Background: an optimization exercise with open tools, aiming at small area, a short achievable clock period and few clock cycles. Do not read the settings as production practice. Function was checked by simulation only, so behaviour that the tests miss may differ from the original. Power and IR drop assume default switching activity.

==> inputs of v22 <==
// matrix_mac_top
module matrix_mac_top
#(
  parameter int MATRIX_DIM = 4,
  parameter int ELEM_W     = 16
)
(
  input  logic                                    dca_port_11,
  input  logic                                    dca_port_17,
  input  logic                                    i_start,
  input  logic                                    i_clear,
  input  logic [1:0]                              i_opcode,
  input  logic                                    i_init_acc,
  input  logic [MATRIX_DIM-1:0]                   i_row_mask,
  input  logic [MATRIX_DIM-1:0]                   i_col_mask,
  input  logic [mac_pkg::STEP_W-1:0]              i_steps,
  input  logic [MATRIX_DIM*MATRIX_DIM*ELEM_W-1:0] i_lhs,
  input  logic [MATRIX_DIM*MATRIX_DIM*ELEM_W-1:0] i_rhs,
  output logic                                    o_busy,
  output logic                                    o_step_req,
  output logic                                    o_done,
  output logic [MATRIX_DIM*MATRIX_DIM*ELEM_W-1:0] o_result
);
  ...
Settings: LEC_CHECK=0, CAP_MARGIN=20, CORE_MARGIN=2, CORE_UTILIZATION=40, SETUP_SLACK_MARGIN=2.5, SLEW_MARGIN=20; clock period 8.0 ns.
standard.sh (not shown) runs the stock make flow with config.mk's settings and CLKGATE_MAP_FILE= SYNTH_SCRIPT=/design/flow/synth_recipe.tcl, a recipe that flattens the netlist after the stock synthesis.
==> flow/flow/run.sh <==
#!/bin/bash
# Layout: the standard flow (standard.sh, unchanged synthesis), except that
# the port buffers are buf_2 cells instead of the clkdlybuf4s50_1 delay cells
# that buffer_ports picks by default. Every port still gets its buffer.
set -euo pipefail
export BUFFER_PORTS_ARGS="-buffer_cell sky130_fd_sc_hd__buf_2"
bash standard.sh > standard_flow.log 2>&1
==> v5 (differences from v22) <==
==> flow/run.sh (new file) <==
#!/bin/bash
# synth_recipe.tcl (not shown) runs the flow's synth.tcl, then flattens the netlist and writes it again
# the make line also repeats each setting of config.mk as NAME=value (left out here)
make -C /OpenROAD-flow-scripts/flow DESIGN_CONFIG=/design/flow/config.mk WORK_HOME=/design/flow/orfs CLKGATE_MAP_FILE= SYNTH_SCRIPT=/design/flow/synth_recipe.tcl finish
Settings changed: SETUP_SLACK_MARGIN 2.5 to 1.5.
removed: flow/flow/run.sh
removed: flow/standard.sh
==> notes <==
Of v5 and v22, v22 has the higher via count (gap about 1.4%, measured against v22). Between v5 and v22, the lower sequential share of layout area is in v22 (gap 0.15 points). Between v22 and v5, the lower critical path depth is in v5 (gap 5). Hold slack: v5 is better than v22 (10 ps). Wire length is about the same in v5 and v22. Clock power: v22 is higher than v5 (about 4%). Between v5 and v22, the lower first-iteration DRC count is in v22 (gap 4.2%, measured against v22). Non-clock buffer count: v5 is lower than v22 (68).
Testbench counts of v22, summed over its fixed seeds: cycles 7,501.
Testbench counts of v5, summed over its fixed seeds: cycles 7,501.

==> run H: inputs <==
Another version of the RTL of matrix_mac_top (not shown whole).
==> flow/config.mk <==
export PLATFORM = sky130hd
export DESIGN_NAME = matrix_mac_top
export DESIGN_NICKNAME = matrix_mac_top
export VERILOG_FILES = /design/flow/design.v
export SDC_FILE = /design/flow/constraint.sdc
export NUM_CORES = 4
export LEC_CHECK = 0
export CAP_MARGIN = 20
export CORE_MARGIN = 2
export CORE_UTILIZATION = 40
export SETUP_SLACK_MARGIN = 1.5
export SLEW_MARGIN = 20
==> flow/constraint.sdc <==
create_clock -name core_clock -period 8.0 [get_ports {dca_port_11}]
set_input_delay 1.6000 -clock core_clock [delete_from_list [all_inputs] [get_ports {dca_port_11}]]
set_output_delay 1.6000 -clock core_clock [all_outputs]
set_load 0.01 [all_outputs]
==> flow/flow/run.sh <==
#!/bin/bash
# Layout flow: the standard flow (standard.sh) with two changes.
#  1. The port buffers are buf_2 cells instead of the clkdlybuf4s50_1 delay
#     cells that buffer_ports picks by default; every port still gets one.
#  2. After the standard synthesis (run unchanged), fa_polarity.py re-chooses
#     the polarity of each full-adder cell (a full adder is self-dual) so that
#     fewer inverters sit between them. Registers and all other cells are kept.
#     simeq.py compares the netlists by random simulation of every register
#     input and output; if they differ, the standard netlist is used as is.
set -euo pipefail
export BUFFER_PORTS_ARGS="-buffer_cell sky130_fd_sc_hd__buf_2"
R=orfs/results/${FLOW_PLATFORM}/matrix_mac_top/base
LIB=${FLOW_HOME}/platforms/${FLOW_PLATFORM}/lib/sky130_fd_sc_hd__tt_025C_1v80.lib

bash standard.sh synth > standard_synth.log 2>&1
cp "$R/1_2_yosys.v" "$R/1_2_yosys_standard.v"
if python3 flow/fa_polarity.py "$R/1_2_yosys_standard.v" polarity.v > fa_polarity.log 2>&1 &&
   python3 flow/simeq.py "$LIB" "$R/1_2_yosys_standard.v" polarity.v > simeq.log 2>&1; then
  cp polarity.v "$R/1_2_yosys.v"
  rm -f "$R/1_synth.odb" "$R/1_synth.sdc"
else
  echo "polarity step not used" >> fa_polarity.log
fi
bash standard.sh > standard_flow.log 2>&1
Other scripts of this flow, unchanged in this note and not shown: flow/flow/fa_polarity.py, flow/flow/simeq.py
==> run R (differences from run H) <==
- GPL_TIMING_DRIVEN: not set -> 0
==> run F (differences from run H) <==
- SETUP_SLACK_MARGIN: 1.5 -> 2.25
==> comparison table <==
| quantity | run H | run F | run R |
|---|---|---|---|
| Count of clock-net buffers in the final layout | 72 | 71 | 72 |
| Max stage delay cell, worst path | sky130_fd_sc_hd__and2_1 | sky130_fd_sc_hd__fa_1 | sky130_fd_sc_hd__and3_1 |
| Global Route met2 Usage | 0.510 | 0.529 | 0.633 |
| Status | finished clean | finished clean | finished clean |
| Time the final worst path needs with I/O delays and setup | 6.41 ns | 5.74 ns | 6.56 ns |
| Pin count of the biggest net entering global routing | 122 | 97 | 86 |
| Global-route usage over all layers | 0.341 | 0.355 | 0.434 |
| CP max FO | 12 | 6 | 11 |
| Type of the worst setup path | input port to register | input port to register | register to register |
| Drt initial violations | 5522 | 6001 | 7391 |
| Antenna violations before repair | 110 | 110 | 77 |
| Power per cell area | 197 mW/mm^2 | 195 mW/mm^2 | 210 mW/mm^2 |
| Non-clock buffer contribution to total cell area | 0.0706 | 0.103 | 0.108 |
| Number of antenna cells inserted | 89 | 96 | 68 |
| Final clock-cell share | 0.0219 | 0.0209 | 0.0207 |
| Leakage power summed over all cells | 43.2 nW | 45.0 nW | 45.4 nW |
| Non-Filler Cell Area, Final | 0.0863 sq mm | 0.0934 sq mm | 0.0910 sq mm |
| Final HPWL DP | 272000 um | 279000 um | 342000 um |
Testbench counts of run H, summed over its fixed seeds: cycles 7,501.
Testbench counts of run R, summed over its fixed seeds: cycles 7,501.
Testbench counts of run F, summed over its fixed seeds: cycles 7,501.

[port drivers added, routing unchanged]
How much do the figures lean on ideal ports? The routed layouts below were timed once more, with nothing changed but the port constraints. Step 1 (the two cells are an assumption about what drives the block):
set clk [get_ports {dca_port_11}]
set_driving_cell -lib_cell sky130_fd_sc_hd__clkbuf_16 $clk
set_driving_cell -lib_cell sky130_fd_sc_hd__buf_2 [delete_from_list [all_inputs] $clk]
Step 2, shift: input delay + t, output delay - t, t = (earliest + latest rising clock arrival at the registers) / 2. This alone moves slack from input paths to output paths. Slacks: no drivers / after step 1 / after step 2; pairs: no drivers / after step 1.
| run | t (ns) | slack for setup (ns) | worst hold slack (ns) |
|---|---|---|---|
| v22 | 0.830 | 1.692 / 1.692 / 0.905 | 0.499 / 0.499 / 0.499 |
| v5 | 0.799 | 1.421 / 1.393 / 0.593 | 0.509 / 0.509 / 0.509 |
| run H | 0.809 | 1.587 / 1.531 / 0.721 | 0.516 / 0.516 / 0.516 |
| run R | 0.843 | 1.437 / 1.437 / 0.739 | 0.498 / 0.498 / 0.498 |
| run F | 0.814 | 2.261 / 2.234 / 1.420 | 0.545 / 0.545 / 0.545 |
After both steps every run listed still meets setup and hold. The setup slack of run H, which loses most, moves by -0.056 ns with the drivers and by -0.866 ns with both steps.
